This is an optimization exercise on Yosys and OpenROAD, whose aim is a short achievable clock period and few clock cycles per item, not a production implementation.
The RTL was checked by simulation tests, not by an equivalence proof against the original design.
Power is estimated from default activity; no workload was simulated.

==> v38 <==
## nx_grid_top
module nx_grid_top
(
      input  logic                 clk_i
    , input  logic                 reset_i
    , input  logic                 psel_i
    , input  logic                 penable_i
    , input  logic                 pwrite_i
    , input  logic [NX_APB_AW-1:0] paddr_i
    , input  logic [NX_MSG_W-1:0]  pwdata_i
    , output logic [NX_MSG_W-1:0]  prdata_o
    , output logic                 pready_o
    , output logic                 pslverr_o
);
Settings: LEC_CHECK=0, ABC_CLOCK_PERIOD_IN_PS=2000, CAP_MARGIN=20, CORE_MARGIN=2, CORE_UTILIZATION=40, SETUP_SLACK_MARGIN=2.5, SLEW_MARGIN=20, TNS_END_PERCENT=5; clock period 5.0 ns.
standard.sh (not shown) runs the stock make flow with config.mk's settings and CLKGATE_MAP_FILE= SYNTH_SCRIPT=/design/flow/synth_recipe.tcl, a recipe that flattens the netlist after the stock synthesis.
==> flow/flow/run.sh <==
#!/bin/bash
# Standard layout, except that the port buffers are plain buffers rather than
# the delay-cell the resizer picks by default, and that timing repair may
# swap a cell for any other of the same function (not only the same footprint).
set -euo pipefail
cd "$(dirname "$0")/.."
bash standard.sh synth > synth.log 2>&1
bash standard.sh finish \
    "BUFFER_PORTS_ARGS=-buffer_cell sky130_fd_sc_hd__buf_4" \
    MATCH_CELL_FOOTPRINT=0 > layout.log 2>&1
==> inputs of v37, as changes to v38 <==
--- a/flow/design.v
+++ b/flow/design.v
@@ -59,16 +59,15 @@
     , input  logic [NX_NODES-1:0][NX_RESULT_W-1:0]  results_i
 );
 logic                 setup;
 logic                 is_msg, is_status;
 logic [NX_NODES-1:0]  is_result;
 logic                 legal, blocked;
-logic                 msg_q_v, take;
 logic [NX_MSG_W-1:0]  msg_q;
 logic [NX_NODES-1:0][3:0] msg_cmd_q;
-logic                 ready_q, slverr_q;
+logic                 ready_q, slverr_q, take_q, waiting;
 logic [NX_RESULT_W-1:0] rdata_d, rdata_q;
 assign setup     = psel_i && !penable_i;
 assign is_msg    = (paddr_i == NX_REG_MSG);
 assign is_status = (paddr_i == NX_REG_STATUS);
 for (genvar i = 0; i < NX_NODES; i++) begin : g_dec
     assign is_result[i] = (paddr_i == NX_REG_RESULT_BASE + NX_APB_AW'(4 * i));
@@ -87,42 +86,45 @@
         end
     end
 end
 always_ff @(posedge clk_i) begin
     if (reset_i) begin
         ready_q  <= 1'b0;
+        take_q   <= 1'b0;
         slverr_q <= 1'b0;
         rdata_q  <= '0;
     end else begin
         ready_q  <= !blocked;
+        take_q   <= !blocked && waiting;
         slverr_q <= !legal;
         rdata_q  <= rdata_d;
     end
 end
 assign pready_o  = ready_q;
 assign pslverr_o = slverr_q;
 assign prdata_o  = {{(NX_MSG_W-NX_RESULT_W){1'b0}}, rdata_q};
-assign take = msg_q_v && ready_q;
 always_ff @(posedge clk_i) begin
-    if (reset_i) begin
-        msg_q_v <= 1'b0;
-    end else begin
-        msg_q_v <= (setup && pwrite_i && is_msg) || (msg_q_v && !ready_q);
-    end
+    msg_q <= pwdata_i;
 end
 always_ff @(posedge clk_i) begin
-    msg_q <= pwdata_i;
     for (int i = 0; i < NX_NODES; i++) begin
         for (int c = 0; c < 4; c++) begin
-            msg_cmd_q[i][c] <= (pwdata_i[NX_NODE_HI:NX_NODE_LO] == NX_NODE_W'(i))
-                            && (pwdata_i[NX_CMD_HI:NX_CMD_LO] == 2'(c));
+            if (reset_i) begin
+                msg_cmd_q[i][c] <= 1'b0;
+            end else begin
+                msg_cmd_q[i][c] <= (setup && pwrite_i && is_msg
+                                    && (pwdata_i[NX_NODE_HI:NX_NODE_LO] == NX_NODE_W'(i))
+                                    && (pwdata_i[NX_CMD_HI:NX_CMD_LO] == 2'(c)))
+                                || (msg_cmd_q[i][c] && !take_q);
+            end
         end
     end
 end
 assign msg_cmd_o = msg_cmd_q;
-assign msg_valid_o = take;
+assign waiting = (setup && pwrite_i && is_msg) || ((|msg_cmd_q) && !take_q);
+assign msg_valid_o = take_q;
 assign msg_data_o  = msg_q;
 always_comb begin
     early_valid_o = '0;
     early_valid_o[pwdata_i[NX_NODE_HI:NX_NODE_LO]] =
         setup && pwrite_i && is_msg && (pwdata_i[NX_CMD_HI:NX_CMD_LO] == NX_CMD_INPUTS);
     early_valid_o = early_valid_o & early_ok_i & ~busy_i;
@@ -180,14 +182,16 @@
 logic [NX_REGS-1:0]       inputs_q;
 logic [NX_REGS-1:0]       regs_q;
 logic [3:0]               opd_q;
 logic [X_W-1:0]           cur_q;
 logic [D_W-1:0]           nxt_q;
 logic [GROUPS-1:0]        gnext_q;         
-logic                     ready_q, restart_q, pend_q, early_q;
-logic [D_W-1:0]           g0_d, g1_d, g2_d, g0_q;
+logic [2*NX_INSTR_W+1:0]  raw_q;           
+logic [2*NX_INSTR_W+1:0]  raw_d, raw1;
+logic                     ready_q, restart_q, rs1_q, pend_q, early_q, park_q;
+logic [D_W-1:0]           g0_d, g1_d, g0_q, g1_q;
 logic [D_W-1:0]           fetch_d;
 logic                     do_load, do_inputs, do_trigger, do_clear;
 logic                     store_full, restart;
 logic [NX_MAX_INSTRS-1:0] slot_free;       
 logic [NX_REGS+3:0]       step_d, early_d, restart_d, other_d;
 logic                     publish;
@@ -282,71 +286,78 @@
         if (do_clear)  en_q     <= '0;
         if (do_inputs) inputs_q <= msg_data_i[NX_REGS-1:0];
     end
 end
 assign g0_d = decode_group(store_q[0], store_q[1], en_q[0], en_q[1], '0);
 assign g1_d = decode_group(store_q[2], store_q[3], en_q[2], en_q[3], g0_d[X_W-1:0]);
-assign g2_d = decode_group(store_q[4], store_q[5], en_q[4], en_q[5], g1_d[X_W-1:0]);
 always_ff @(posedge clk_i) begin
     g0_q <= g0_d;
+    g1_q <= g1_d;
 end
 always_comb begin
-    logic [NX_INSTR_W-1:0] i0, i1;
-    logic                  e0, e1;
-    i0 = '0;
-    i1 = '0;
-    e0 = 1'b0;
-    e1 = 1'b0;
+    raw_d = '0;
     for (int g = 0; g < GROUPS; g++) begin
-        i0 = i0 | (gnext_q[g] ? store_q[2*g]   : '0);
-        i1 = i1 | (gnext_q[g] ? store_q[2*g+1] : '0);
-        e0 = e0 | (gnext_q[g] && en_q[2*g]);
-        e1 = e1 | (gnext_q[g] && en_q[2*g+1]);
-    end
-    fetch_d = decode_group(i0, i1, e0, e1, nxt_q[X_W-1:0]);
-end
-assign early_ok_o = !restart_q;
-assign restart    = restart_q && !early_valid_i;
-assign early_d   = advance(g0_q[X_W-1:0], read_operands(g0_q[X_W +: S_W], early_data_i),
-                           early_data_i, g1_d);
+        raw_d = raw_d | (gnext_q[g] ? {en_q[2*g+1], en_q[2*g], store_q[2*g+1], store_q[2*g]} : '0);
+    end
+end
+assign raw1    = {en_q[3], en_q[2], store_q[3], store_q[2]};
+assign fetch_d = decode_group(raw_q[0 +: NX_INSTR_W], raw_q[NX_INSTR_W +: NX_INSTR_W],
+                              raw_q[2*NX_INSTR_W], raw_q[2*NX_INSTR_W+1], nxt_q[X_W-1:0]);
+assign early_ok_o = park_q && !rs1_q && !restart_q;
+assign early_d   = {early_data_i, read_operands(g0_q[X_W +: S_W], early_data_i)};
 assign restart_d = {inputs_q, 4'b0};
 assign step_d    = advance(cur_q, opd_q, regs_q, nxt_q);
 assign other_d   = early_valid_i ? early_d : restart_d;
 always_ff @(posedge clk_i) begin
     {regs_q, opd_q} <= (early_valid_i || restart_q) ? other_d : step_d;
     if (early_valid_i) begin
-        cur_q   <= g1_d[X_W-1:0];
-        nxt_q   <= g2_d;
+        cur_q <= g0_q[X_W-1:0];
+    end else if (restart_q || park_q || ready_q) begin
+        cur_q <= '0;
+    end else begin
+        cur_q <= nxt_q[X_W-1:0];
+    end
+    if (restart_q) begin
+        nxt_q   <= g0_q;
+        raw_q   <= raw1;
+        gnext_q <= GROUPS'(1) << 2;
+    end else if (park_q || ready_q) begin
+        nxt_q   <= g1_q;
+        raw_q   <= {en_q[5], en_q[4], store_q[5], store_q[4]};
         gnext_q <= GROUPS'(1) << 3;
-    end else if (restart_q) begin
-        cur_q   <= '0;
-        nxt_q   <= g0_d;
-        gnext_q <= GROUPS'(1) << 1;
     end else begin
-        cur_q   <= nxt_q[X_W-1:0];
         nxt_q   <= fetch_d;
+        raw_q   <= raw_d;
         gnext_q <= gnext_q << 1;
     end
 end
 always_ff @(posedge clk_i) begin
     if (reset_i) begin
-        restart_q <= 1'b1;
+        rs1_q     <= 1'b1;
+        restart_q <= 1'b0;
         ready_q   <= 1'b0;
         early_q   <= 1'b0;
+        park_q    <= 1'b0;
     end else begin
         early_q   <= early_valid_i;
-        restart_q <= do_load || do_clear || (do_inputs && !early_q);
+        rs1_q     <= do_load || do_clear || (do_inputs && !early_q);
+        restart_q <= rs1_q;
         if (do_load || do_clear || (do_inputs && !early_q)) begin
             ready_q <= 1'b0;
         end else if (early_valid_i) begin
-            ready_q <= !g1_d[24];
+            ready_q <= !g0_q[24];
         end else if (restart_q) begin
-            ready_q <= !g0_d[24];
-        end else begin
+            ready_q <= !g0_q[24];
+        end else if (!park_q && !ready_q && !rs1_q) begin
             ready_q <= !nxt_q[24];
         end
+        if (restart_q || early_valid_i) begin
+            park_q <= 1'b0;
+        end else if (ready_q && !rs1_q) begin
+            park_q <= 1'b1;
+        end
     end
 end
 assign publish = (pend_q || do_trigger) && ready_q;
 always_ff @(posedge clk_i) begin
     if (reset_i) begin
         pend_q <= 1'b0;
- ABC_CLOCK_PERIOD_IN_PS: 2000 -> 100
==> inputs of v18, as changes to v38 <==
--- a/flow/design.v
+++ b/flow/design.v
@@ -59,16 +59,15 @@
     , input  logic [NX_NODES-1:0][NX_RESULT_W-1:0]  results_i
 );
 logic                 setup;
 logic                 is_msg, is_status;
 logic [NX_NODES-1:0]  is_result;
 logic                 legal, blocked;
-logic                 msg_q_v, take;
 logic [NX_MSG_W-1:0]  msg_q;
 logic [NX_NODES-1:0][3:0] msg_cmd_q;
-logic                 ready_q, slverr_q;
+logic                 ready_q, slverr_q, take_q, waiting;
 logic [NX_RESULT_W-1:0] rdata_d, rdata_q;
 assign setup     = psel_i && !penable_i;
 assign is_msg    = (paddr_i == NX_REG_MSG);
 assign is_status = (paddr_i == NX_REG_STATUS);
 for (genvar i = 0; i < NX_NODES; i++) begin : g_dec
     assign is_result[i] = (paddr_i == NX_REG_RESULT_BASE + NX_APB_AW'(4 * i));
@@ -87,42 +86,45 @@
         end
     end
 end
 always_ff @(posedge clk_i) begin
     if (reset_i) begin
         ready_q  <= 1'b0;
+        take_q   <= 1'b0;
         slverr_q <= 1'b0;
         rdata_q  <= '0;
     end else begin
         ready_q  <= !blocked;
+        take_q   <= !blocked && waiting;
         slverr_q <= !legal;
         rdata_q  <= rdata_d;
     end
 end
 assign pready_o  = ready_q;
 assign pslverr_o = slverr_q;
 assign prdata_o  = {{(NX_MSG_W-NX_RESULT_W){1'b0}}, rdata_q};
-assign take = msg_q_v && ready_q;
 always_ff @(posedge clk_i) begin
-    if (reset_i) begin
-        msg_q_v <= 1'b0;
-    end else begin
-        msg_q_v <= (setup && pwrite_i && is_msg) || (msg_q_v && !ready_q);
-    end
+    msg_q <= pwdata_i;
 end
 always_ff @(posedge clk_i) begin
-    msg_q <= pwdata_i;
     for (int i = 0; i < NX_NODES; i++) begin
         for (int c = 0; c < 4; c++) begin
-            msg_cmd_q[i][c] <= (pwdata_i[NX_NODE_HI:NX_NODE_LO] == NX_NODE_W'(i))
-                            && (pwdata_i[NX_CMD_HI:NX_CMD_LO] == 2'(c));
+            if (reset_i) begin
+                msg_cmd_q[i][c] <= 1'b0;
+            end else begin
+                msg_cmd_q[i][c] <= (setup && pwrite_i && is_msg
+                                    && (pwdata_i[NX_NODE_HI:NX_NODE_LO] == NX_NODE_W'(i))
+                                    && (pwdata_i[NX_CMD_HI:NX_CMD_LO] == 2'(c)))
+                                || (msg_cmd_q[i][c] && !take_q);
+            end
         end
     end
 end
 assign msg_cmd_o = msg_cmd_q;
-assign msg_valid_o = take;
+assign waiting = (setup && pwrite_i && is_msg) || ((|msg_cmd_q) && !take_q);
+assign msg_valid_o = take_q;
 assign msg_data_o  = msg_q;
 always_comb begin
     early_valid_o = '0;
     early_valid_o[pwdata_i[NX_NODE_HI:NX_NODE_LO]] =
         setup && pwrite_i && is_msg && (pwdata_i[NX_CMD_HI:NX_CMD_LO] == NX_CMD_INPUTS);
     early_valid_o = early_valid_o & early_ok_i & ~busy_i;
@@ -180,14 +182,16 @@
 logic [NX_REGS-1:0]       inputs_q;
 logic [NX_REGS-1:0]       regs_q;
 logic [3:0]               opd_q;
 logic [X_W-1:0]           cur_q;
 logic [D_W-1:0]           nxt_q;
 logic [GROUPS-1:0]        gnext_q;         
-logic                     ready_q, restart_q, pend_q, early_q;
-logic [D_W-1:0]           g0_d, g1_d, g2_d, g0_q;
+logic [2*NX_INSTR_W+1:0]  raw_q;           
+logic [2*NX_INSTR_W+1:0]  raw_d, raw1;
+logic                     ready_q, restart_q, rs1_q, pend_q, early_q, park_q;
+logic [D_W-1:0]           g0_d, g1_d, g0_q, g1_q;
 logic [D_W-1:0]           fetch_d;
 logic                     do_load, do_inputs, do_trigger, do_clear;
 logic                     store_full, restart;
 logic [NX_MAX_INSTRS-1:0] slot_free;       
 logic [NX_REGS+3:0]       step_d, early_d, restart_d, other_d;
 logic                     publish;
@@ -282,71 +286,78 @@
         if (do_clear)  en_q     <= '0;
         if (do_inputs) inputs_q <= msg_data_i[NX_REGS-1:0];
     end
 end
 assign g0_d = decode_group(store_q[0], store_q[1], en_q[0], en_q[1], '0);
 assign g1_d = decode_group(store_q[2], store_q[3], en_q[2], en_q[3], g0_d[X_W-1:0]);
-assign g2_d = decode_group(store_q[4], store_q[5], en_q[4], en_q[5], g1_d[X_W-1:0]);
 always_ff @(posedge clk_i) begin
     g0_q <= g0_d;
+    g1_q <= g1_d;
 end
 always_comb begin
-    logic [NX_INSTR_W-1:0] i0, i1;
-    logic                  e0, e1;
-    i0 = '0;
-    i1 = '0;
-    e0 = 1'b0;
-    e1 = 1'b0;
+    raw_d = '0;
     for (int g = 0; g < GROUPS; g++) begin
-        i0 = i0 | (gnext_q[g] ? store_q[2*g]   : '0);
-        i1 = i1 | (gnext_q[g] ? store_q[2*g+1] : '0);
-        e0 = e0 | (gnext_q[g] && en_q[2*g]);
-        e1 = e1 | (gnext_q[g] && en_q[2*g+1]);
-    end
-    fetch_d = decode_group(i0, i1, e0, e1, nxt_q[X_W-1:0]);
-end
-assign early_ok_o = !restart_q;
-assign restart    = restart_q && !early_valid_i;
-assign early_d   = advance(g0_q[X_W-1:0], read_operands(g0_q[X_W +: S_W], early_data_i),
-                           early_data_i, g1_d);
+        raw_d = raw_d | (gnext_q[g] ? {en_q[2*g+1], en_q[2*g], store_q[2*g+1], store_q[2*g]} : '0);
+    end
+end
+assign raw1    = {en_q[3], en_q[2], store_q[3], store_q[2]};
+assign fetch_d = decode_group(raw_q[0 +: NX_INSTR_W], raw_q[NX_INSTR_W +: NX_INSTR_W],
+                              raw_q[2*NX_INSTR_W], raw_q[2*NX_INSTR_W+1], nxt_q[X_W-1:0]);
+assign early_ok_o = park_q && !rs1_q && !restart_q;
+assign early_d   = {early_data_i, read_operands(g0_q[X_W +: S_W], early_data_i)};
 assign restart_d = {inputs_q, 4'b0};
 assign step_d    = advance(cur_q, opd_q, regs_q, nxt_q);
 assign other_d   = early_valid_i ? early_d : restart_d;
 always_ff @(posedge clk_i) begin
     {regs_q, opd_q} <= (early_valid_i || restart_q) ? other_d : step_d;
     if (early_valid_i) begin
-        cur_q   <= g1_d[X_W-1:0];
-        nxt_q   <= g2_d;
+        cur_q <= g0_q[X_W-1:0];
+    end else if (restart_q || park_q || ready_q) begin
+        cur_q <= '0;
+    end else begin
+        cur_q <= nxt_q[X_W-1:0];
+    end
+    if (restart_q) begin
+        nxt_q   <= g0_q;
+        raw_q   <= raw1;
+        gnext_q <= GROUPS'(1) << 2;
+    end else if (park_q || ready_q) begin
+        nxt_q   <= g1_q;
+        raw_q   <= {en_q[5], en_q[4], store_q[5], store_q[4]};
         gnext_q <= GROUPS'(1) << 3;
-    end else if (restart_q) begin
-        cur_q   <= '0;
-        nxt_q   <= g0_d;
-        gnext_q <= GROUPS'(1) << 1;
     end else begin
-        cur_q   <= nxt_q[X_W-1:0];
         nxt_q   <= fetch_d;
+        raw_q   <= raw_d;
         gnext_q <= gnext_q << 1;
     end
 end
 always_ff @(posedge clk_i) begin
     if (reset_i) begin
-        restart_q <= 1'b1;
+        rs1_q     <= 1'b1;
+        restart_q <= 1'b0;
         ready_q   <= 1'b0;
         early_q   <= 1'b0;
+        park_q    <= 1'b0;
     end else begin
         early_q   <= early_valid_i;
-        restart_q <= do_load || do_clear || (do_inputs && !early_q);
+        rs1_q     <= do_load || do_clear || (do_inputs && !early_q);
+        restart_q <= rs1_q;
         if (do_load || do_clear || (do_inputs && !early_q)) begin
             ready_q <= 1'b0;
         end else if (early_valid_i) begin
-            ready_q <= !g1_d[24];
+            ready_q <= !g0_q[24];
         end else if (restart_q) begin
-            ready_q <= !g0_d[24];
-        end else begin
+            ready_q <= !g0_q[24];
+        end else if (!park_q && !ready_q && !rs1_q) begin
             ready_q <= !nxt_q[24];
         end
+        if (restart_q || early_valid_i) begin
+            park_q <= 1'b0;
+        end else if (ready_q && !rs1_q) begin
+            park_q <= 1'b1;
+        end
     end
 end
 assign publish = (pend_q || do_trigger) && ready_q;
 always_ff @(posedge clk_i) begin
     if (reset_i) begin
         pend_q <= 1'b0;
- ABC_CLOCK_PERIOD_IN_PS: 2000 -> 100
- SETUP_SLACK_MARGIN: 2.5 -> 3.0
- TNS_END_PERCENT: 5 -> 100
==> comparison table <==
item                                                                                     v18                        v38                        v37
Critical Path Source                                                      u_host.rdata_q[15]                pwdata_i[0]                 paddr_i[7]
Cell accounting for the most synthesized area                       sky130_fd_sc_hd__dfxtp_1  sky130_fd_sc_hd__edfxtp_1   sky130_fd_sc_hd__dfxtp_1
Multi-input combinational cell area                                             27,000 sq um               30,800 sq um               25,400 sq um
Layout area overhead                                                                   19.0%                      17.9%                      12.9%
Clock net sink count                                                                   1,946                      1,582                      1,946
Synthesized area divided by synthesized cell count                                11.5 sq um                 10.3 sq um                 11.5 sq um
Clkbuf count                                                                             294                        245                        283
Share of cell area taken by flip-flops and latches                                     52.9%                      46.8%                      55.6%
Setup fix buffers added after clock tree synthesis                                       150                        152                          5
Worst hold margin                                                                   0.258 ns                   0.285 ns                   0.281 ns
Proportion of cell area occupied by multi-input gates                                  31.0%                      37.2%                      30.6%
Final standard cell count with taps included and fillers excluded                      9,043                      9,380                      8,868
Status                                                      no timing/DRC/antenna violations  no timing/DRC/antenna violations  no timing/DRC/antenna violations
Worst vdd rail ir drop                                                              0.315 mV                   0.373 mV                   0.240 mV
Multi-input logic cell count                                                           3,876                      4,570                      3,868
Worst Setup Path Type                                                 register to output pin     input port to register     input port to register
Worst reg2reg path endpoint                                        g_node[2].u_node.opd_q[0]  g_node[3].u_node.opd_q[3]  g_node[0].u_node.g1_q[61]
Worst hold start                                                                 pwdata_i[8]               pwdata_i[10]                pwdata_i[8]
Testbench counts of v38, summed over its fixed seeds: cycles 14,886, runs 2,020.
Testbench counts of v37, summed over its fixed seeds: cycles 15,310, runs 2,020.
Testbench counts of v18, summed over its fixed seeds: cycles 15,310, runs 2,020.

re-timing with driven ports:
How much do the figures lean on ideal ports? The routed layouts below were timed once more, with nothing changed but the port constraints.
Step 1 (the two cells are an assumption about what drives the block):
set clk [get_ports {clk_i}]
set_driving_cell -lib_cell sky130_fd_sc_hd__clkbuf_16 $clk
set_driving_cell -lib_cell sky130_fd_sc_hd__buf_2 [delete_from_list [all_inputs] $clk]
Step 2 also shifts input and output timing later by t, the mid clock arrival at the registers, as if the neighbouring blocks saw the same clock.
a / b / c = ideal / step 1 / step 2; a / b = the first two.
run	shift t [ns]	setup slack, ns	worst setup path after step 2	worst slew at a driven data input, ns
v38	0.897	2.222 / 2.234 / 1.337	input to register	0.15
v37	0.913	2.314 / 2.295 / 1.382	input to register	0.18
v18	0.924	2.625 / 2.551 / 1.718	input to register	0.22
After both steps every run listed still meets setup and hold. The setup slack of v37, which loses most, moves by -0.019 ns with the drivers and by -0.932 ns with both steps.
